Context: an optimization exercise on an open-source flow, tuned for small area, a short achievable clock period and few clock cycles. The choices shown serve that exercise and are no tape-out recipe. RTL that was checked went through simulation tests only; none was proved equivalent to the original. Power is estimated from default activity; no workload was simulated.

## run a
Design rgb_led_fade_blink_driver_core, start of the top module:
module rgb_led_fade_blink_driver_core (
  input  logic        clk,
  input  logic        rst_n,
  input  logic        cfg_we,
  input  logic        cfg_wdata,    
  input  logic        in_tvalid,
  output logic        in_tready,
  input  logic [71:0] in_tdata,
  input  logic [2:0]  in_tuser,     
  output logic        out_tvalid,
  input  logic        out_tready,
  output logic [23:0] out_tdata,    
  output logic [1:0]  out_tuser     
);
  logic        busy_r;
  logic        fade_r;
  logic        sub_r;
  logic [15:0] acc_r;
  logic [15:0] dur_r;
  logic [7:0]  total_r;
  logic [7:0]  left_r;       
  logic [8:0]  xr_r;         
  logic [7:0]  rem_r;        
  logic [8:0]  d0_r;         
  logic [8:0]  d1_r;         
  logic        bit_r;        
  logic [2:0]  cnt_r;
  logic        dv_busy_r;    
  logic        ln_busy_r;    
  logic        in_busy_r;    
  logic [23:0] base_r;
  logic [23:0] e_r;
  logic [23:0] lo_r;
  logic [23:0] hi_r;
  logic        inv_r;
  logic        ov_r;
  logic [23:0] data_r;
  logic        pol_r;
  logic [1:0]  user_r;
  logic [23:0] in_rgb;
  logic [6:0]  in_pct;
  logic [15:0] in_on;
  logic [15:0] in_dur;
  logic [7:0]  in_steps;
  logic [7:0]  steps_c;
  logic [6:0]  pct_c;
  logic [7:0]  steps_fill;
  logic [2:0]  steps_msb;
  logic        on_zero;
  logic        dur_zero;
  logic        fade_go;
  assign in_rgb   = in_tdata[23:0];
  assign in_pct   = in_tdata[30:24];
  assign in_on    = in_tdata[46:31];
  assign in_dur   = in_tdata[62:47];
  assign in_steps = in_tdata[70:63];
  always_comb begin
    steps_c  = (in_steps == 8'd0) ? 8'd1 : in_steps;
    pct_c    = (in_pct > rlfb_pkg::PCT_MAX) ? rlfb_pkg::PCT_MAX : in_pct;
    on_zero  = (in_on == 16'd0);
    dur_zero = (in_dur == 16'd0);
    fade_go  = (in_dur[15:8] != 8'd0) ||
  ...
Settings: LEC_CHECK=0, ABC_AREA=1, CAP_MARGIN=20, CORE_MARGIN=2, CORE_UTILIZATION=40, SETUP_SLACK_MARGIN=3.3, SLEW_MARGIN=20; clock period 7.0 ns.
run.sh (not shown) runs the stock make flow with config.mk's settings and CLKGATE_MAP_FILE= SYNTH_SCRIPT=/design/flow/synth_recipe.tcl, a recipe that flattens the netlist after the stock synthesis.
### run a -> run b
Settings: SETUP_SLACK_MARGIN now 3.5, was 3.3.
[summary]
| setup slack | run b vs run a | better |. Cell area | run b vs run a | run b larger. Run b — total leakage power 3.7% higher, run a as reference. Wire length was higher in run b than in run a. In the tables for run b and run a, met2 usage reads lower with run a. Run b: minimum clock period is 0.013 ns lower than what run a reported. When the final numbers for run b and run a were put side by side, the fmax turned out to be greater in run b.
Function was not checked in any run of this note: the RTL went through the layout flow alone.

Another version of the RTL of rgb_led_fade_blink_driver_core (not shown whole).
For scale: roughly 3100 cells after synthesis, roughly 220 flip-flops, about 110 I/O pins.
Settings: LEC_CHECK=0, ABC_AREA=1, ABC_CLOCK_PERIOD_IN_PS=4500, CAP_MARGIN=20, CORE_MARGIN=2, CORE_UTILIZATION=40, SLEW_MARGIN=20; clock period 7.0 ns.
Testbench counts at the start, summed over its fixed seeds: cycles 31,785.
==> next run, changes <==
--- a/flow/config.mk
+++ b/flow/config.mk
@@ -8,3 +8,2 @@
 export ABC_AREA = 1
-export ABC_CLOCK_PERIOD_IN_PS = 4500
 export CAP_MARGIN = 20
@@ -12,2 +11,3 @@
 export CORE_UTILIZATION = 40
+export SETUP_SLACK_MARGIN = 3.7
 export SLEW_MARGIN = 20
Hold slack is better by 13 ps.
Sequential power stays flat.
Non-clock buffer count is higher by 165.
Total power increases by 36%.
Count of clock-buffer cells in the layout goes up by 8.
Worst setup slack gets better by 1400 ps.
==> next run, changes <==
--- a/flow/config.mk
+++ b/flow/config.mk
@@ -11,3 +11,3 @@
 export CORE_UTILIZATION = 40
-export SETUP_SLACK_MARGIN = 3.7
+export SETUP_SLACK_MARGIN = 3.3
 export SLEW_MARGIN = 20
Outcome:
- via count is lower by 3.8%
- utilization is lower by 4.8 points
- register-to-register slack is worse by 40 ps
- design area is lower by about 9%
- clock-buffer cell count is lower by 8
- clock power is lower by about 10%
- sequential share of layout area is higher by 1.9 points
==> next run, changes <==
--- a/flow/config.mk
+++ b/flow/config.mk
@@ -11,3 +11,2 @@
 export CORE_UTILIZATION = 40
-export SETUP_SLACK_MARGIN = 3.3
 export SLEW_MARGIN = 20
- wire length decreases by 4.5%
- clock-buffer cell count stays the same
- hold slack got worse by 15 ps
- setup slack got worse by 1400 ps
- maximum frequency decreases by 27%
- clock skew decreases by 12 ps
==> next run, changes <==
--- a/flow/config.mk
+++ b/flow/config.mk
@@ -11,2 +11,3 @@
 export CORE_UTILIZATION = 40
+export SETUP_SLACK_MARGIN = 3.2
 export SLEW_MARGIN = 20
After rerunning: Combinational power rose by 11%; hold slack barely changes; sequential share of layout area fell by 0.92 points; total power rose by 7.6%; cell count rose by 1.4%; first-iteration DRC count fell by 4.2%.
==> next run, changes <==
--- a/flow/config.mk
+++ b/flow/config.mk
@@ -11,3 +11,3 @@
 export CORE_UTILIZATION = 40
-export SETUP_SLACK_MARGIN = 3.2
+export SETUP_SLACK_MARGIN = 3.4
 export SLEW_MARGIN = 20
Effect: The changed run went through all stages and came out clean; clock power increases by about 8%; global-route usage increases by 0.20 points; via count increases by 2.1%; fmax increases by about 2%; synthesized area is unchanged; worst setup slack improved by 76 ps.

afterwards: timing with drivers on the ports:
The flow's constraints put no driver on any port. The routed layouts listed below were extracted and timed again, unchanged, in two steps.
Step 1 assumes that a clkbuf_16 drives the clock port and a buf_2 every other input.
Step 2 times the ports against the registers' clock, not the clock port: input delays grow and output delays shrink by t, the midpoint of the rising clock arrivals with the driver on.
Slacks: ideal / step 1 / step 2; pairs: ideal / step 1.
run | t (ns) | setup slack, ns | slew at the worst register clock pin (ns) | worst slew at a driven data input, ns
run a | 0.623 | 3.312 / 3.255 / 2.753 | 0.07 / 0.07 | 0.08
run b | 0.624 | 3.325 / 3.271 / 2.847 | 0.07 / 0.07 | 0.10
the first run of note 2 | 0.608 | 2.022 / 2.022 / 1.740 | 0.07 / 0.07 | 0.13
the second run of note 2 | 0.628 | 3.409 / 3.353 / 3.001 | 0.06 / 0.06 | 0.08
the third run of note 2 | 0.609 | 3.373 / 3.337 / 2.839 | 0.07 / 0.07 | 0.14
the fourth run of note 2 | 0.608 | 2.022 / 2.022 / 1.740 | 0.07 / 0.07 | 0.13
the fifth run of note 2 | 0.607 | 3.301 / 3.244 / 2.814 | 0.07 / 0.07 | 0.13
the sixth run of note 2 | 0.603 | 3.377 / 3.321 / 2.897 | 0.06 / 0.06 | 0.08
After both steps setup and hold are still met in every run listed. The setup slack of run a, which loses most, moves by -0.057 ns with the drivers and by -0.559 ns with both steps.
